Background: an optimization exercise with open tools, aiming at small area and a short achievable clock period. Do not read the settings as production practice.
RTL that was checked went through simulation tests only; none was proved equivalent to the original.
Power is estimated from default activity; no workload was simulated.

## the reference run
## decode_top
module decode_top (
    input  logic                          clk_i,
    input  logic                          reset_i,
    input  logic                          if_valid_i,
    input  logic [rv_pkg::XLEN-1:0]       if_pc_i,
    input  logic [rv_pkg::INST_WIDTH-1:0] if_instr_i,
    input  logic                          stall_i,
    input  logic                          wb_we_i,
    input  logic [rv_pkg::GPR_ADDR_W-1:0] wb_addr_i,
    input  logic [rv_pkg::XLEN-1:0]       wb_data_i,
    output logic                          id_ex_valid_o,
    output logic [rv_pkg::XLEN-1:0]       id_ex_pc_o,
    output logic [rv_pkg::GPR_ADDR_W-1:0] id_ex_rd_addr_o,
    output logic [rv_pkg::GPR_ADDR_W-1:0] id_ex_rs1_addr_o,
    output logic [rv_pkg::GPR_ADDR_W-1:0] id_ex_rs2_addr_o,
    output logic [rv_pkg::XLEN-1:0]       id_ex_rs1_val_o,
    output logic [rv_pkg::XLEN-1:0]       id_ex_rs2_val_o,
    output logic [rv_pkg::XLEN-1:0]       id_ex_imm_o,
    output logic                          id_ex_rs1_re_o,
    output logic                          id_ex_rs2_re_o,
    output logic                          id_ex_rd_we_o,
    output logic                          id_ex_mem_re_o,
    output logic                          id_ex_mem_we_o,
    output logic [5:0]                    id_ex_instr_id_o
);
Size: ~3600 cells after synthesis, ~1300 flip-flops, about 260 I/O pins.
Settings: LEC_CHECK=0, CAP_MARGIN=20, CORE_MARGIN=2, CORE_UTILIZATION=50, CTS_CLUSTER_DIAMETER=60, CTS_CLUSTER_SIZE=30, SETUP_SLACK_MARGIN=1.7, SLEW_MARGIN=20, SYNTH_HIERARCHICAL=1, SYNTH_MINIMUM_KEEP_SIZE=0; clock period 3.6 ns.
standard.sh (not shown) runs the stock make flow with config.mk's settings and CLKGATE_MAP_FILE= SYNTH_SCRIPT=/design/flow/synth_recipe.tcl, a recipe that flattens the netlist after the stock synthesis.
==> flow/flow/run.sh <==
#!/bin/bash
# Layout flow: the standard ORFS flow (standard.sh) with two extra ORFS
# variables: port buffers are buf_2 instead of the default delay buffer, and
# the resizer may swap cells across footprints. Full tool output goes to
# standard.log here, and ORFS's own logs stay under orfs/logs.
set -euo pipefail
bash standard.sh MATCH_CELL_FOOTPRINT=0 \
    "BUFFER_PORTS_ARGS=-buffer_cell sky130_fd_sc_hd__buf_2" \
    finish > standard.log 2>&1
> inputs changed (the reference run -> the trial run)
-- flow/design.v --
<<< the reference run, line 43
        logic [XLEN-1:0] pc;
        opc_cls_t        cls;
        logic            rs1_re;
        logic            rs2_re;
        logic [31:1]     sel1;
        logic [31:1]     sel2;
>>> the trial run, line 43
        logic [XLEN-1:0] pc;
        opc_cls_t        cls;
        logic            rs1_rd;
        logic            rs2_rd;
        logic [31:1]     sel1;
        logic [31:1]     sel2;
<<< the reference run, line 188
    input  logic [31:1]                   rs1_sel_i,
    input  logic [31:1]                   rs2_sel_i,
    input  logic                          rs1_re_i,
    input  logic                          rs2_re_i,
    input  logic                          hold_i,
    output logic [rv_pkg::XLEN-1:0]       rs1_val_o,
>>> the trial run, line 188
    input  logic [31:1]                   rs1_sel_i,
    input  logic [31:1]                   rs2_sel_i,
    input  logic                          rs1_rd_i,
    input  logic                          rs2_rd_i,
    input  logic                          hold_i,
    output logic [rv_pkg::XLEN-1:0]       rs1_val_o,
<<< the reference run, line 200
    logic [rv_pkg::XLEN-1:0]       wd_m;
    assign wd_m = reset_i ? '0 : wdata_i;
    for (genvar i = 1; i < 32; i++) begin : g_reg
        logic en;
        assign en = reset_i | (we_i && waddr_i == i);
        always_ff @(posedge clk_i) begin
            if (en) regs[i] <= wd_m;
        end
    end
>>> the trial run, line 200
    logic [rv_pkg::XLEN-1:0]       wd_m;
    assign wd_m = reset_i ? '0 : wdata_i;
    for (genvar l = 0; l < 4; l++) begin : g_lane
        logic [31:1] en;
        wen_dec u_dec (.reset_i(reset_i), .we_i(we_i), .waddr_i(waddr_i), .en_o(en));
        for (genvar i = 1; i < 32; i++) begin : g_reg
            always_ff @(posedge clk_i) begin
                if (en[i]) regs[i][8*l+:8] <= wd_m[8*l+:8];
            end
        end
    end
<<< the reference run, line 210
    logic fw1, fw2;
    logic rd1, rd2;
    assign hit1 = we_i && rs1_addr_i == waddr_i && rs1_addr_i != '0;
    assign hit2 = we_i && rs2_addr_i == waddr_i && rs2_addr_i != '0;
    assign fw1  = rs1_re_i & hit1;
    assign fw2  = rs2_re_i & hit2;
    assign rd1  = rs1_re_i & ~hit1;
    assign rd2  = rs2_re_i & ~hit2;
    logic [rv_pkg::XLEN-1:0] rs1_val_d, rs2_val_d;
    always_ff @(posedge clk_i) begin
>>> the trial run, line 212
    logic fw1, fw2;
    logic rd1, rd2;
    assign hit1 = we_i && rs1_rd_i && rs1_addr_i == waddr_i;
    assign hit2 = we_i && rs2_rd_i && rs2_addr_i == waddr_i;
    assign fw1  = hit1;
    assign fw2  = hit2;
    assign rd1  = rs1_rd_i & ~hit1;
    assign rd2  = rs2_rd_i & ~hit2;
    logic [rv_pkg::XLEN-1:0] rs1_val_d, rs2_val_d;
    always_ff @(posedge clk_i) begin
<<< the reference run, line 231
        rd_bit u_rd2 (.d_i(col), .sel_i({rs2_sel_i, rs2_sel_i[31]}), .fw_i(fw2), .nh_i(rd2), .wd_i(wdata_i[b]),
                      .hold_i(hold_i), .o_i(rs2_val_o[b]), .y_o(rs2_val_d[b]));
    end
endmodule
>>> the trial run, line 233
        rd_bit u_rd2 (.d_i(col), .sel_i({rs2_sel_i, rs2_sel_i[31]}), .fw_i(fw2), .nh_i(rd2), .wd_i(wdata_i[b]),
                      .hold_i(hold_i), .o_i(rs2_val_o[b]), .y_o(rs2_val_d[b]));
    end
endmodule
module wen_dec (
    input  logic                          reset_i,
    input  logic                          we_i,
    input  logic [rv_pkg::GPR_ADDR_W-1:0] waddr_i,
    output logic [31:1]                   en_o
);
    for (genvar i = 1; i < 32; i++) begin : g_en
        assign en_o[i] = reset_i | (we_i && waddr_i == i);
    end
endmodule
<<< the reference run, line 374
        assign sel2_in[i] = if_instr_i[24:20] == i;
    end
    assign if_id_in = {if_pc_i, cls, rs1_re_in, rs2_re_in, sel1_in, sel2_in, if_instr_i[31:7]};
    pipe_reg #(
        .W(IF_ID_W),
>>> the trial run, line 386
        assign sel2_in[i] = if_instr_i[24:20] == i;
    end
    assign if_id_in = {if_pc_i, cls, rs1_re_in && (if_instr_i[19:15] != '0),
                       rs2_re_in && (if_instr_i[24:20] != '0), sel1_in, sel2_in, if_instr_i[31:7]};
    pipe_reg #(
        .W(IF_ID_W),
<<< the reference run, line 412
        .rs1_sel_i (if_id_q.sel1),
        .rs2_sel_i (if_id_q.sel2),
        .rs1_re_i  (if_id_q.rs1_re),
        .rs2_re_i  (if_id_q.rs2_re),
        .we_i      (wb_we_i),
        .waddr_i   (wb_addr_i),
>>> the trial run, line 425
        .rs1_sel_i (if_id_q.sel1),
        .rs2_sel_i (if_id_q.sel2),
        .rs1_rd_i  (if_id_q.rs1_rd),
        .rs2_rd_i  (if_id_q.rs2_rd),
        .we_i      (wb_we_i),
        .waddr_i   (wb_addr_i),
Notes after the runs:
- Between the trial run and the reference run, the largest fanout on the critical path is lower for the reference run.
- End point of the critical path: u_regfile.rs1_val_o[11] -> the trial run, u_regfile.regs[744] -> the reference run
- [compare] base=the reference run new=the trial run: signal arrival time at the worst endpoint now sits higher; synthesized cell count moved up; critical path depth shows an increase of 2.
- Routed wire in the trial run totals more than in the reference run.
- Per the comparison of the trial run with the reference run, power went up 0.00075 W; power attributed to the clock group grew by about 7%.
- The flow did not stop early for the trial run: all stages ran, and the layout cleared the timing, DRC and antenna checks.
- The trial run vs. the reference run: post-route worst setup slack went up by 0.082 ns.
- The trial run vs. the reference run: per-instance average area after synthesis went down by about 2.5%.
Function not checked in the reference run: the RTL went through the layout flow alone.

separate check: timing with driven ports:
In the flow no input, the clock included, has a driving cell. The finished layouts below were timed again as built, in two steps.
Step 1 sets driving cells, clkbuf_16 on the clock port and buf_2 on the other inputs (assumed; they add their load-dependent delay and slew).
Step 2 moves the port delays by t, midway between the first and last clock arrival at a register: inputs arrive t later, outputs are due t later. That takes back most of the time a late clock gives input paths.
Three values: ideal, step 1, step 2; two values: the first two.
run	shift t [ns]	setup slack, ns	worst slew at a driven data input, ns	cell pins on the clock port's net
the reference run	0.771	1.508 / 1.519 / 0.748	0.08	1
the trial run	0.793	1.590 / 1.519 / 0.726	0.13	1
After both steps every run listed still meets setup and hold. The setup slack of the trial run, which loses most, moves by -0.071 ns with the drivers and by -0.864 ns with both steps.
